Context: an optimization exercise on an open-source flow, tuned for small area, a short achievable clock period and few clock cycles per item. The choices shown serve that exercise and are no tape-out recipe.
The RTL was checked by simulation tests, not by an equivalence proof against the original design.

[flow/config.mk]
export PLATFORM = sky130hd
export DESIGN_NAME = look_at_view_matrix
export DESIGN_NICKNAME = look_at_view_matrix
export VERILOG_FILES = /design/flow/design.v
export SDC_FILE = /design/flow/constraint.sdc
export NUM_CORES = 4
export LEC_CHECK = 0
export CAP_MARGIN = 20
export CORE_MARGIN = 2
export CORE_UTILIZATION = 40
export SLEW_MARGIN = 20
[flow/constraint.sdc]
create_clock -name core_clock -period 11.0 [get_ports {i_clk}]
set_input_delay 2.2000 -clock core_clock [delete_from_list [all_inputs] [get_ports {i_clk}]]
set_output_delay 2.2000 -clock core_clock [all_outputs]
set_load 0.01 [all_outputs]
[flow/design.v]
package lav_pkg;
    localparam int FRAC_BITS = 16;
    localparam int IN_W      = 32;
    localparam int D_W       = IN_W + 1;
    localparam int AX_W      = FRAC_BITS + 2;
    localparam int YA_W      = FRAC_BITS + 3;
    localparam int PR_W      = IN_W + YA_W;
    localparam int CR_W      = PR_W;
    localparam int ACC_W     = PR_W + 2;
    localparam int SQ_W      = 63;
    localparam int LEN_W     = 31;
    localparam int DC_W      = $clog2(FRAC_BITS + 1);
    localparam int Q_DEPTH   = 2;
    localparam int Q_PTR_W   = $clog2(Q_DEPTH);
    localparam int Q_CNT_W   = $clog2(Q_DEPTH + 1);
    localparam int K_W       = 5;
    localparam logic [K_W-1:0] K_CR_LAST = 5'd5;
    localparam logic [K_W-1:0] K_YT_LAST = 5'd20;
    localparam logic [1:0]     ROW_LAST  = 2'd3;
    localparam logic [16:0]    ONE_E3    = 17'((64'd1 << FRAC_BITS) & 64'h1FFFF);
    typedef struct packed {
        logic [2:0][IN_W-1:0] eye;
        logic [2:0][IN_W-1:0] up;
        logic [2:0][D_W-1:0]  d;
    } t_item;
    typedef enum logic [2:0] {
        N_IDLE,
        N_SHIFT,
        N_SQ,
        N_SQRT,
        N_DIV
    } t_nstate;
    typedef enum logic [3:0] {
        B_IDLE,
        B_NZ_WAIT,
        B_MAC_CR,
        B_CR_DRAIN,
        B_NX_START,
        B_NX_WAIT,
        B_MAC_YT,
        B_T_DRAIN,
        B_OUT
    } t_bstate;
endpackage
import lav_pkg::*;
module lav_front (
    input  logic                i_clk,
    input  logic                i_rst_n,
    input  logic                i_start,
    input  logic signed [31:0]  i_eye_x,
    input  logic signed [31:0]  i_eye_y,
    input  logic signed [31:0]  i_eye_z,
    input  logic signed [31:0]  i_target_x,
    input  logic signed [31:0]  i_target_y,
    input  logic signed [31:0]  i_target_z,
    input  logic signed [31:0]  i_up_x,
    input  logic signed [31:0]  i_up_y,
    input  logic signed [31:0]  i_up_z,
    input  logic                i_pop,
    output logic                o_busy,
    output logic                o_valid,
    output lav_pkg::t_item      o_item
);
    logic [6*IN_W+3*D_W-1:0] r_q [Q_DEPTH];
    logic [Q_PTR_W-1:0]   r_wr;
    logic [Q_PTR_W-1:0]   r_rd;
    logic [Q_CNT_W-1:0]   r_cnt;
    logic                 push;
    lav_pkg::t_item                n_item;
    assign o_busy  = (r_cnt == Q_CNT_W'(Q_DEPTH));
    assign o_valid = (r_cnt != '0);
    assign push    = i_start && !o_busy;
    assign o_item  = r_q[r_rd];
    always_comb begin
        n_item.eye = {i_eye_z, i_eye_y, i_eye_x};
        n_item.up  = {i_up_z, i_up_y, i_up_x};
        n_item.d[0] = D_W'(i_eye_x) - D_W'(i_target_x);
        n_item.d[1] = D_W'(i_eye_y) - D_W'(i_target_y);
        n_item.d[2] = D_W'(i_eye_z) - D_W'(i_target_z);
    end
    always_ff @(posedge i_clk) begin
        if (push) begin
            r_q[r_wr] <= n_item;
        end
    end
    always_ff @(posedge i_clk) begin
        if (!i_rst_n) begin
            r_wr  <= '0;
            r_rd  <= '0;
            r_cnt <= '0;
        end else begin
            if (push) begin
                r_wr <= r_wr + 1'b1;
            end
            if (i_pop) begin
                r_rd <= r_rd + 1'b1;
            end
            if (push && !i_pop) begin
                r_cnt <= r_cnt + 1'b1;
            end else if (!push && i_pop) begin
                r_cnt <= r_cnt - 1'b1;
            end
        end
    end
endmodule
import lav_pkg::*;
module lav_norm (
    input  logic                               i_clk,
    input  logic                               i_rst_n,
    input  logic                               i_start,
    input  logic [2:0][lav_pkg::CR_W-1:0]      i_vec,
    output logic                               o_done,
    output logic                               o_zero,
    output logic [2:0][lav_pkg::AX_W-1:0]      o_res
);
    lav_pkg::t_nstate                r_state;
    lav_pkg::t_nstate                n_state;
    logic [CR_W-1:0]        r_m [3];
    logic                   r_s [3];
    logic [CR_W-1:0]        all_m;
    logic                   in_zero;
    logic [1:0]             r_cnt;
    logic [59:0]            r_sq;
    logic [61:0]            r_sum;
    logic [CR_W-1:0]        sq_sel;
    logic [SQ_W-1:0]        r_rn;
    logic [SQ_W-1:0]        r_rr;
    logic [SQ_W-1:0]        r_rbit;
    logic [SQ_W:0]          sq_t;
    logic                   sq_ge;
    logic [SQ_W-1:0]        rr_next;
    logic [LEN_W-1:0]       r_len;
    logic [1:0]             r_ci;
    logic [DC_W-1:0]        r_dc;
    logic [LEN_W-1:0]       r_rem;
    logic [FRAC_BITS:0]     r_q;
    logic [CR_W-1:0]        m_cur;
    logic [CR_W-1:0]        m_nxt;
    logic [LEN_W:0]         dv_t;
    logic                   dv_ge;
    logic [FRAC_BITS:0]     q_fin;
    logic signed [AX_W-1:0] q_pos;
    logic                   r_done;
    logic                   r_zero;
    logic signed [AX_W-1:0] r_res [3];
    assign all_m   = r_m[0] | r_m[1] | r_m[2];
    assign in_zero = (i_vec[0] == '0) && (i_vec[1] == '0) && (i_vec[2] == '0);
    always_comb begin
        unique case (r_cnt)
            2'd0:    sq_sel = r_m[0];
            2'd1:    sq_sel = r_m[1];
            2'd2:    sq_sel = r_m[2];
            default: sq_sel = '0;
        endcase
        unique case (r_ci)
            2'd0:    begin m_cur = r_m[0]; m_nxt = r_m[1]; end
            2'd1:    begin m_cur = r_m[1]; m_nxt = r_m[2]; end
            default: begin m_cur = r_m[2]; m_nxt = r_m[2]; end
        endcase
    end
    assign sq_t    = {1'b0, r_rr} + {1'b0, r_rbit};
    assign sq_ge   = ({1'b0, r_rn} >= sq_t);
    assign rr_next = sq_ge ? ((r_rr >> 1) + r_rbit) : (r_rr >> 1);
    assign dv_t  = {r_rem, (r_dc == '0) ? m_cur[0] : 1'b0};
    assign dv_ge = (dv_t >= {1'b0, r_len});
    assign q_fin = {r_q[FRAC_BITS-1:0], dv_ge};
    assign q_pos = AX_W'({1'b0, q_fin});
    always_ff @(posedge i_clk) begin
        if (!i_rst_n) begin
            r_state <= N_IDLE;
        end else begin
            r_state <= n_state;
        end
    end
    always_comb begin
        n_state = r_state;
        unique case (r_state)
            N_IDLE: begin
                if (i_start && !in_zero) begin
                    n_state = N_SHIFT;
                end
            end
            N_SHIFT: begin
                if (~|all_m[CR_W-1:30] && all_m[29]) begin
                    n_state = N_SQ;
                end
            end
            N_SQ: begin
                if (r_cnt == 2'd3) begin
                    n_state = N_SQRT;
                end
            end
            N_SQRT: begin
                if ((r_rbit >> 2) == '0) begin
                    n_state = N_DIV;
                end
            end
            N_DIV: begin
                if (r_dc == DC_W'(FRAC_BITS) && r_ci == 2'd2) begin
                    n_state = N_IDLE;
                end
            end
            default: n_state = N_IDLE;
        endcase
    end
    always_ff @(posedge i_clk) begin
        if (!i_rst_n) begin
            r_done <= 1'b0;
        end else begin
            r_done <= (r_state == N_IDLE && i_start && in_zero) ||
                      (r_state == N_DIV && r_dc == DC_W'(FRAC_BITS) && r_ci == 2'd2);
        end
    end
    always_ff @(posedge i_clk) begin
        unique case (r_state)
            N_IDLE: begin
                if (i_start) begin
                    r_zero <= in_zero;
                    for (int i = 0; i < 3; i++) begin
                        r_m[i] <= i_vec[i][CR_W-1] ? CR_W'(-i_vec[i]) : CR_W'(i_vec[i]);
                        r_s[i] <= i_vec[i][CR_W-1];
                        if (in_zero) begin
                            r_res[i] <= '0;
                        end
                    end
                end
            end
            N_SHIFT: begin
                for (int i = 0; i < 3; i++) begin
                    if (|all_m[CR_W-1:30]) begin
                        r_m[i] <= r_m[i] >> 1;
                    end else if (!all_m[29]) begin
                        r_m[i] <= r_m[i] << 1;
                    end
                end
                r_cnt <= '0;
                r_sum <= '0;
            end
            N_SQ: begin
                r_sq  <= sq_sel[29:0] * sq_sel[29:0];
                r_cnt <= r_cnt + 2'd1;
                if (r_cnt != 2'd0) begin
                    r_sum <= r_sum + 62'(r_sq);
                end
                r_rn   <= SQ_W'(r_sum) + SQ_W'(r_sq);
                r_rr   <= '0;
                r_rbit <= SQ_W'(1) << (SQ_W - 1);
            end
            N_SQRT: begin
                if (sq_ge) begin
                    r_rn <= r_rn - sq_t[SQ_W-1:0];
                end
                r_rr   <= rr_next;
                r_rbit <= r_rbit >> 2;
                r_len  <= rr_next[LEN_W-1:0];
                r_ci   <= '0;
                r_dc   <= '0;
                r_q    <= '0;
                r_rem  <= LEN_W'(r_m[0] >> 1);
            end
            N_DIV: begin
                if (r_dc == DC_W'(FRAC_BITS)) begin
                    r_res[r_ci] <= r_s[r_ci] ? -q_pos : q_pos;
                    r_ci  <= r_ci + 2'd1;
                    r_dc  <= '0;
                    r_q   <= '0;
                    r_rem <= LEN_W'(m_nxt >> 1);
                end else begin
                    r_dc  <= r_dc + 1'b1;
                    r_q   <= q_fin;
                    r_rem <= dv_ge ? LEN_W'(dv_t - {1'b0, r_len}) : dv_t[LEN_W-1:0];
                end
            end
            default: begin
            end
        endcase
    end
    assign o_done = r_done;
    assign o_zero = r_zero;
    assign o_res[0] = r_res[0];
    assign o_res[1] = r_res[1];
    assign o_res[2] = r_res[2];
endmodule
import lav_pkg::*;
module lav_back (
    input  logic                i_clk,
    input  logic                i_rst_n,
    input  logic                i_valid,
    input  lav_pkg::t_item      i_item,
    output logic                o_pop,
    output logic                o_valid,
    output logic [1:0]          o_row_index,
    output logic signed [31:0]  o_entry0,
    output logic signed [31:0]  o_entry1,
    output logic signed [31:0]  o_entry2,
    output logic [16:0]         o_entry3,
    output logic                o_last_row,
    output logic                o_degenerate
);
    lav_pkg::t_bstate                 r_state;
    lav_pkg::t_bstate                 n_state;
    logic signed [IN_W-1:0]  r_eye [3];
    logic signed [IN_W-1:0]  r_up [3];
    logic signed [AX_W-1:0]  r_zc [3];
    logic signed [AX_W-1:0]  r_xa [3];
    logic signed [YA_W-1:0]  r_ya [3];
    logic signed [CR_W-1:0]  r_cr [3];
    logic signed [31:0]      r_tr [3];
    logic                    r_degen;
    logic [K_W-1:0]          r_k;
    logic [1:0]              r_row;
    logic                    issue;
    logic signed [IN_W-1:0]  mul_a;
    logic signed [YA_W-1:0]  mul_b;
    logic signed [PR_W-1:0]  r_prod;
    logic                    r_pv;
    logic [K_W-1:0]          r_pk;
    logic                    acc_first;
    logic                    acc_neg;
    logic signed [ACC_W-1:0] r_acc;
    logic signed [ACC_W-1:0] prod_ext;
    logic signed [ACC_W-1:0] acc_new;
    logic signed [ACC_W-1:0] acc_sh;
    logic signed [31:0]      acc_sat;
    logic                    nrm_start;
    logic [2:0][CR_W-1:0]    nrm_in;
    logic                    nrm_done;
    logic                    nrm_zero;
    logic [2:0][AX_W-1:0]    nrm_res;
    assign issue     = (r_state == B_MAC_CR) || (r_state == B_MAC_YT);
    assign o_pop     = (r_state == B_IDLE) && i_valid;
    assign nrm_start = o_pop || (r_state == B_NX_START);
    always_comb begin
        for (int i = 0; i < 3; i++) begin
            nrm_in[i] = (r_state == B_IDLE) ? CR_W'($signed(i_item.d[i])) : r_cr[i];
        end
    end
    lav_norm u_norm (
        .i_clk   (i_clk),
        .i_rst_n (i_rst_n),
        .i_start (nrm_start),
        .i_vec   (nrm_in),
        .o_done  (nrm_done),
        .o_zero  (nrm_zero),
        .o_res   (nrm_res)
    );
    always_comb begin
        mul_a = '0;
        mul_b = '0;
        unique case (r_k)
            5'd0:  begin mul_a = r_up[1]; mul_b = YA_W'(r_zc[2]); end
            5'd1:  begin mul_a = r_up[2]; mul_b = YA_W'(r_zc[1]); end
            5'd2:  begin mul_a = r_up[2]; mul_b = YA_W'(r_zc[0]); end
            5'd3:  begin mul_a = r_up[0]; mul_b = YA_W'(r_zc[2]); end
            5'd4:  begin mul_a = r_up[0]; mul_b = YA_W'(r_zc[1]); end
            5'd5:  begin mul_a = r_up[1]; mul_b = YA_W'(r_zc[0]); end
            5'd6:  begin mul_a = IN_W'(r_zc[1]); mul_b = YA_W'(r_xa[2]); end
            5'd7:  begin mul_a = IN_W'(r_zc[2]); mul_b = YA_W'(r_xa[1]); end
            5'd8:  begin mul_a = IN_W'(r_zc[2]); mul_b = YA_W'(r_xa[0]); end
            5'd9:  begin mul_a = IN_W'(r_zc[0]); mul_b = YA_W'(r_xa[2]); end
            5'd10: begin mul_a = IN_W'(r_zc[0]); mul_b = YA_W'(r_xa[1]); end
            5'd11: begin mul_a = IN_W'(r_zc[1]); mul_b = YA_W'(r_xa[0]); end
            5'd12: begin mul_a = r_eye[0]; mul_b = YA_W'(r_xa[0]); end
            5'd13: begin mul_a = r_eye[1]; mul_b = YA_W'(r_xa[1]); end
            5'd14: begin mul_a = r_eye[2]; mul_b = YA_W'(r_xa[2]); end
            5'd15: begin mul_a = r_eye[0]; mul_b = r_ya[0]; end
            5'd16: begin mul_a = r_eye[1]; mul_b = r_ya[1]; end
            5'd17: begin mul_a = r_eye[2]; mul_b = r_ya[2]; end
            5'd18: begin mul_a = r_eye[0]; mul_b = YA_W'(r_zc[0]); end
            5'd19: begin mul_a = r_eye[1]; mul_b = YA_W'(r_zc[1]); end
            5'd20: begin mul_a = r_eye[2]; mul_b = YA_W'(r_zc[2]); end
            default: begin end
        endcase
    end
    always_comb begin
        acc_first = 1'b0;
        unique case (r_pk)
            5'd0, 5'd2, 5'd4, 5'd6, 5'd8, 5'd10, 5'd12, 5'd15, 5'd18: acc_first = 1'b1;
            default: acc_first = 1'b0;
        endcase
        acc_neg  = (r_pk >= 5'd12) || r_pk[0];
        prod_ext = ACC_W'(r_prod);
        acc_new  = (acc_first ? ACC_W'(0) : r_acc) + (acc_neg ? -prod_ext : prod_ext);
        acc_sh   = acc_new >>> FRAC_BITS;
        if (&acc_sh[ACC_W-1:31] || ~|acc_sh[ACC_W-1:31]) begin
            acc_sat = acc_sh[31:0];
        end else begin
            acc_sat = acc_sh[ACC_W-1] ? 32'sh8000_0000 : 32'sh7FFF_FFFF;
        end
    end
    always_ff @(posedge i_clk) begin
        if (!i_rst_n) begin
            r_state <= B_IDLE;
        end else begin
            r_state <= n_state;
        end
    end
    always_comb begin
        n_state = r_state;
        unique case (r_state)
            B_IDLE:     if (i_valid) n_state = B_NZ_WAIT;
            B_NZ_WAIT:  if (nrm_done) n_state = B_MAC_CR;
            B_MAC_CR:   if (r_k == K_CR_LAST) n_state = B_CR_DRAIN;
            B_CR_DRAIN: n_state = B_NX_START;
            B_NX_START: n_state = B_NX_WAIT;
            B_NX_WAIT:  if (nrm_done) n_state = B_MAC_YT;
            B_MAC_YT:   if (r_k == K_YT_LAST) n_state = B_T_DRAIN;
            B_T_DRAIN:  n_state = B_OUT;
            B_OUT:      if (r_row == ROW_LAST) n_state = B_IDLE;
            default:    n_state = B_IDLE;
        endcase
    end
    always_ff @(posedge i_clk) begin
        if (o_pop) begin
            for (int i = 0; i < 3; i++) begin
                r_eye[i] <= $signed(i_item.eye[i]);
                r_up[i]  <= $signed(i_item.up[i]);
            end
            r_k <= '0;
        end
        if (issue) begin
            r_k <= r_k + 1'b1;
        end
        if (nrm_done && r_state == B_NZ_WAIT) begin
            for (int i = 0; i < 3; i++) r_zc[i] <= $signed(nrm_res[i]);
            r_degen <= nrm_zero;
        end
        if (nrm_done && r_state == B_NX_WAIT) begin
            for (int i = 0; i < 3; i++) r_xa[i] <= $signed(nrm_res[i]);
            r_degen <= r_degen | nrm_zero;
        end
        r_prod <= mul_a * mul_b;
        r_pk   <= r_k;
        if (r_pv) begin
            r_acc <= acc_new;
            unique case (r_pk)
                5'd1:    r_cr[0] <= acc_new[CR_W-1:0];
                5'd3:    r_cr[1] <= acc_new[CR_W-1:0];
                5'd5:    r_cr[2] <= acc_new[CR_W-1:0];
                5'd7:    r_ya[0] <= acc_sh[YA_W-1:0];
                5'd9:    r_ya[1] <= acc_sh[YA_W-1:0];
                5'd11:   r_ya[2] <= acc_sh[YA_W-1:0];
                5'd14:   r_tr[0] <= acc_sat;
                5'd17:   r_tr[1] <= acc_sat;
                5'd20:   r_tr[2] <= acc_sat;
                default: begin end
            endcase
        end
        if (r_state == B_T_DRAIN) begin
            r_row <= '0;
        end else if (r_state == B_OUT) begin
            r_row <= r_row + 2'd1;
        end
        o_row_index  <= r_row;
        o_last_row   <= (r_row == ROW_LAST);
        o_entry3     <= (r_row == ROW_LAST) ? ONE_E3 : 17'd0;
        o_degenerate <= r_degen;
        unique case (r_row)
            2'd0: begin
                o_entry0 <= 32'(r_xa[0]); o_entry1 <= 32'(r_ya[0]); o_entry2 <= 32'(r_zc[0]);
            end
            2'd1: begin
                o_entry0 <= 32'(r_xa[1]); o_entry1 <= 32'(r_ya[1]); o_entry2 <= 32'(r_zc[1]);
            end
            2'd2: begin
                o_entry0 <= 32'(r_xa[2]); o_entry1 <= 32'(r_ya[2]); o_entry2 <= 32'(r_zc[2]);
            end
            default: begin
                o_entry0 <= r_tr[0]; o_entry1 <= r_tr[1]; o_entry2 <= r_tr[2];
            end
        endcase
    end
    always_ff @(posedge i_clk) begin
        if (!i_rst_n) begin
            r_pv    <= 1'b0;
            o_valid <= 1'b0;
        end else begin
            r_pv    <= issue;
            o_valid <= (r_state == B_OUT);
        end
    end
endmodule
import lav_pkg::*;
module look_at_view_matrix (
    input  logic                i_clk,
    input  logic                i_rst_n,
    input  logic                i_start,
    input  logic signed [31:0]  i_eye_x,
    input  logic signed [31:0]  i_eye_y,
    input  logic signed [31:0]  i_eye_z,
    input  logic signed [31:0]  i_target_x,
    input  logic signed [31:0]  i_target_y,
    input  logic signed [31:0]  i_target_z,
    input  logic signed [31:0]  i_up_x,
    input  logic signed [31:0]  i_up_y,
    input  logic signed [31:0]  i_up_z,
    output logic                o_busy,
    output logic                o_valid,
    output logic [1:0]          o_row_index,
    output logic signed [31:0]  o_entry0,
    output logic signed [31:0]  o_entry1,
    output logic signed [31:0]  o_entry2,
    output logic [16:0]         o_entry3,
    output logic                o_last_row,
    output logic                o_degenerate
);
    lav_pkg::t_item q_item;
    logic  q_valid;
    logic  q_pop;
    lav_front u_front (
        .i_clk      (i_clk),
        .i_rst_n    (i_rst_n),
        .i_start    (i_start),
        .i_eye_x    (i_eye_x),
        .i_eye_y    (i_eye_y),
        .i_eye_z    (i_eye_z),
        .i_target_x (i_target_x),
        .i_target_y (i_target_y),
        .i_target_z (i_target_z),
        .i_up_x     (i_up_x),
        .i_up_y     (i_up_y),
        .i_up_z     (i_up_z),
        .i_pop      (q_pop),
        .o_busy     (o_busy),
        .o_valid    (q_valid),
        .o_item     (q_item)
    );
    lav_back u_back (
        .i_clk        (i_clk),
        .i_rst_n      (i_rst_n),
        .i_valid      (q_valid),
        .i_item       (q_item),
        .o_pop        (q_pop),
        .o_valid      (o_valid),
        .o_row_index  (o_row_index),
        .o_entry0     (o_entry0),
        .o_entry1     (o_entry1),
        .o_entry2     (o_entry2),
        .o_entry3     (o_entry3),
        .o_last_row   (o_last_row),
        .o_degenerate (o_degenerate)
    );
endmodule
[flow/run.sh]
#!/bin/bash
# synth_recipe.tcl (not shown) runs the flow's synth.tcl, then flattens the netlist and writes it again
# the make line also repeats each setting of config.mk as NAME=value (left out here)
make -C /OpenROAD-flow-scripts/flow DESIGN_CONFIG=/design/flow/config.mk WORK_HOME=/design/flow/orfs CLKGATE_MAP_FILE= SYNTH_SCRIPT=/design/flow/synth_recipe.tcl finish
==> run notes <==
[cells by family (layout without fill, tap and decap cells)]
| family | count (synthesis) | in the layout |
|---|---|---|
| compound gates | 2467 | 2467 |
| xor+xnor | 700 | 700 |
| fa+ha+maj | 2077 | 2077 |
| buf+inv | 2519 | 3126 |
| flops | 1998 | 1998 |
| mux | 416 | 416 |
| other cells | 1 | 37 |
| simple gates | 3729 | 3729 |
[per-layer routing]
layer	track usage	vias to the layer above	wire length (µm)
met2	0.396	5213	215000
met4	0.0745	16	16100
li1	-	48400	-
met3	0.0671	645	55100
met1	0.390	54400	222000
met5	0	-	105
[synth_stat cells (204+ instances only)]
cell,n,area share
edfxtp_1,1824,0.37
nor3_1,204,0.0069
fa_1,1302,0.18
a21o_1,244,0.012
ha_1,775,0.066
mux2_2,205,0.016
inv_1,1928,0.049
a21oi_1,740,0.025
o21ai_0,510,0.017
xnor2_1,417,0.025
nand2_1,1343,0.034
clkbuf_1,472,0.012
nor2_1,1182,0.030
xor2_1,283,0.017
mux2i_1,211,0.014
[area by class of cell]
class                      count  area (µm²)  share of cell area
tap                         4816        6030              0.0365
multi-input combinational   9405       79400               0.480
sequential                  1998       58300               0.353
antenna                       21        52.6            0.000318
clock buffer                 263        5800              0.0351
clock inverter               145        1460             0.00883
inverter                    1938        7280              0.0441
timing repair buffer         780        6980              0.0422
[stage by stage]
| step | cells | area [µm²] | worst slack, ns | hold WS (ns) |
|---|---|---|---|---|
| after floorplan | 13900 | 147000 | 0.651 | 0.346 |
| after global placement | 18900 | 158000 | 0.714 | 0.424 |
| after detailed placement | 18900 | 158000 | 0.605 | 0.430 |
| after CTS | 19300 | 165000 | 0.574 | 0.381 |
| after global routing | 19400 | 165000 | 0.00834 | 0.384 |
| final | 19400 | 165000 | 0.464 | 0.369 |
[worst max path at each step]
stage | cells past startpoint | to | from | slack [ns]
6_report | 32 | u_back.u_norm.r_sq[58]$_DFFE_PP_ | u_back.u_norm.r_cnt[0]$_SDFFCE_PN0P_ | 0.46
2_1_floorplan | 2 | u_front.r_q[0][0]$_DFFE_PP_ | i_start | 0.65
3_3_place_gp | 34 | u_back.u_norm.r_sq[57]$_DFFE_PP_ | u_back.u_norm.r_cnt[0]$_SDFFCE_PN0P_ | 0.71
4_1_cts | 34 | u_back.u_norm.r_sq[57]$_DFFE_PP_ | u_back.u_norm.r_cnt[0]$_SDFFCE_PN0P_ | 0.57
3_5_place_dp | 32 | u_back.u_norm.r_sq[58]$_DFFE_PP_ | u_back.u_norm.r_cnt[0]$_SDFFCE_PN0P_ | 0.61
5_1_grt | 37 | u_back.r_prod[48]$_DFF_P_ | u_back.r_k[0]$_SDFFCE_PN0P_ | 0.008
[flip-flops by register name (all words and copies together), names as in the netlist, 32 cells and up, named ones only]
signal,cells
u_back.o_entry0,32
u_back.o_entry1,32
u_back.o_entry2,32
u_back.r_acc,53
u_back.r_cr,153
u_back.r_eye,96
u_back.r_prod,51
u_back.r_tr,96
u_back.r_up,96
u_back.r_xa,54
u_back.r_ya,57
u_back.r_zc,54
u_back.u_norm.r_m,153
u_back.u_norm.r_rbit,32
u_back.u_norm.r_res,54
u_back.u_norm.r_rn,63
u_back.u_norm.r_rr,63
u_back.u_norm.r_sq,59
u_back.u_norm.r_sum,62
u_front.r_q,582
[worst reg2reg max path, delay by kind of cell, from the launching register on]
kind / cells / cell delay, ns
AND/OR/NAND/NOR: 5 / 1.17
flip-flops: 1 / 0.44
XOR/XNOR: 1 / 0.10
buffers and inverters: 7 / 0.82
AO/OA/AOI/OAI: 9 / 2.73
adder cells (fa/ha/maj): 10 / 5.04
[what timing repair did]
action                     4_1_cts  5_1_grt
setup buffers                    0        1
hold buffers                     0        0
setup endpoints to repair        0        1
==> impl_metrics.json <==
{
  "run_status": "no timing/DRC/antenna violations",
  "clkLatencyLatePin_ns": 0.98,
  "worstPathRequired_ns": 11.65,
  "final_core_util": 0.452,
  "ios": 410,
  "yosysWarningCount": 12,
  "first_pass_iters": 9,
  "globalRoute.totalOverflow": 0,
  "r2r-start": "u_back.u_norm.r_cnt[0]$_SDFFCE_PN0P_",
  "grt_max_degree": 208,
  "fin_crit_sh": 0.958,
  "clkSlewWorstSetupHoldPaths_ns": 0.06,
  "setup_viol_count_final": 0,
  "ys_seq_area_frac": 0.396,
  "ff2ff_path_depth": 32,
  "area_growth_pct": 12.5,
  "grt_antenna_before_repair": 41,
  "gp_congestion": 1.02,
  "cts_buffers": 222,
  "syn_area_um2": 147000,
  "clock-sinks": 1998,
  "min-delay-start": "u_back.u_norm.r_res[1][2]$_SDFFCE_PN0P_",
  "cp-start-kind": "flip-flop",
  "core_area_um2": 366000,
  "critPathMaxFanout": 12,
  "tightest_slew_ns": 1.33,
  "routed_wl_mm": 509,
  "hp-class": "reg -> reg",
  "drv_slew": 0,
  "cp_slowest_cell": "fa_1",
  "critical_path_buf_inv_count": 7,
  "final_cell_mix": "1925 x inv_1, 1824 x edfxtp_1, 1339 x nand2_1, 1302 x fa_1, 1179 x nor2_1",
  "die-height_um": 610,
  "synth-compound-area-share": 0.108,
  "ant_nets": 0,
  "drv_cap": 0,
  "r2r_end": "u_back.u_norm.r_sq[58]$_DFFE_PP_",
  "rsz0062_at_grt": "false",
  "synthCells": 13900,
  "synth_ff_type": "edfxtp_1",
  "yosys.area_share.xor_xnor": 0.0417,
  "cts_tree": "done",
  "nFillCells": 34500,
  "setup.worst_path.end_class": "flip-flop",
  "synth-simple-area-share": 0.115,
  "async_reset_ff_frac": 0,
  "cp_common_cell": "fa_1",
  "dieArea_um2": 372000,
  "hold_viol_final": 0,
  "crit_type": "reg -> reg",
  "avgSynthCellArea_um2": 10.6,
  "relSlewSlack": 0.112,
  "drive_above_1_share": 0.0722,
  "dp_hpwl_mm": 403,
  "cts_buffer_depth": 4,
  "cts_resized": 0,
  "fmax_mhz": 94.9,
  "fp-row-count": 222,
  "holdPathStages": 0,
  "muxShareOfSynthArea": 0.0301,
  "grt_pass1_vias": 106000,
  "path_delay_family": "adder cells",
  "final_common_cell": "inv_1",
  "port_buffers": 393,
  "vias_per_cell": 5.61,
  "setup_tns_ns": 0,
  "ys_types": 104,
  "wl_per_cell_um": 26.3,
  "synthAdderAreaFrac": 0.243,
  "worstHoldEndpoint": "u_back.r_xa[1][2]$_DFFE_PP_",
  "route.detailed.drc": 0,
  "clock_skew_ns": 0.100,
  "grt_pass1_wl_mm": 734,
  "synth-seq-cells": 1998,
  "htree_levels": 4,
  "synth_edf_count": 1824,
  "regToRegSetupSlack_ns": 0.46,
  "chipWidth_um": 610,
  "crit_arrival_ns": 11.18,
  "cts-root-buf": "clkbuf_16",
  "synth_top_family_by_area": "adder cells",
  "start_util": 0.402,
  "fin_nets": 16700,
  "max_stage_delay_ns": 0.68,
  "grt_usage": 0.269,
  "via_count": 109000,
  "finalCriticalPeriod_ns": 10.54,
  "dr.first_iter.drc_count": 13200
}
Testbench counts, summed over its fixed seeds: cycles 55,393, items 256.

## what the ideal ports hide
How much do the figures lean on ideal ports? The routed layout below was timed once more, with nothing changed but the port constraints.
Step 1 assumes that a clkbuf_16 drives the clock port and a buf_2 every other input.
Step 2, shift: input delay + t, output delay - t, t = (earliest + latest rising clock arrival at the registers) / 2. This alone moves slack from input paths to output paths.
Slacks: no drivers / after step 1 / after step 2; pairs: no drivers / after step 1.
t, ns: 1.039
setup slack, ns: 0.464 / 0.464 / 0.464
worst setup path after step 2: register to register
clock arrival spread, ns: 0.100 / 0.100
worst slew at a driven data input, ns: 0.13
After both steps setup and hold are still met in this run. The setup slack of this run moves by 0.000 ns with the drivers and by 0.000 ns with both steps.
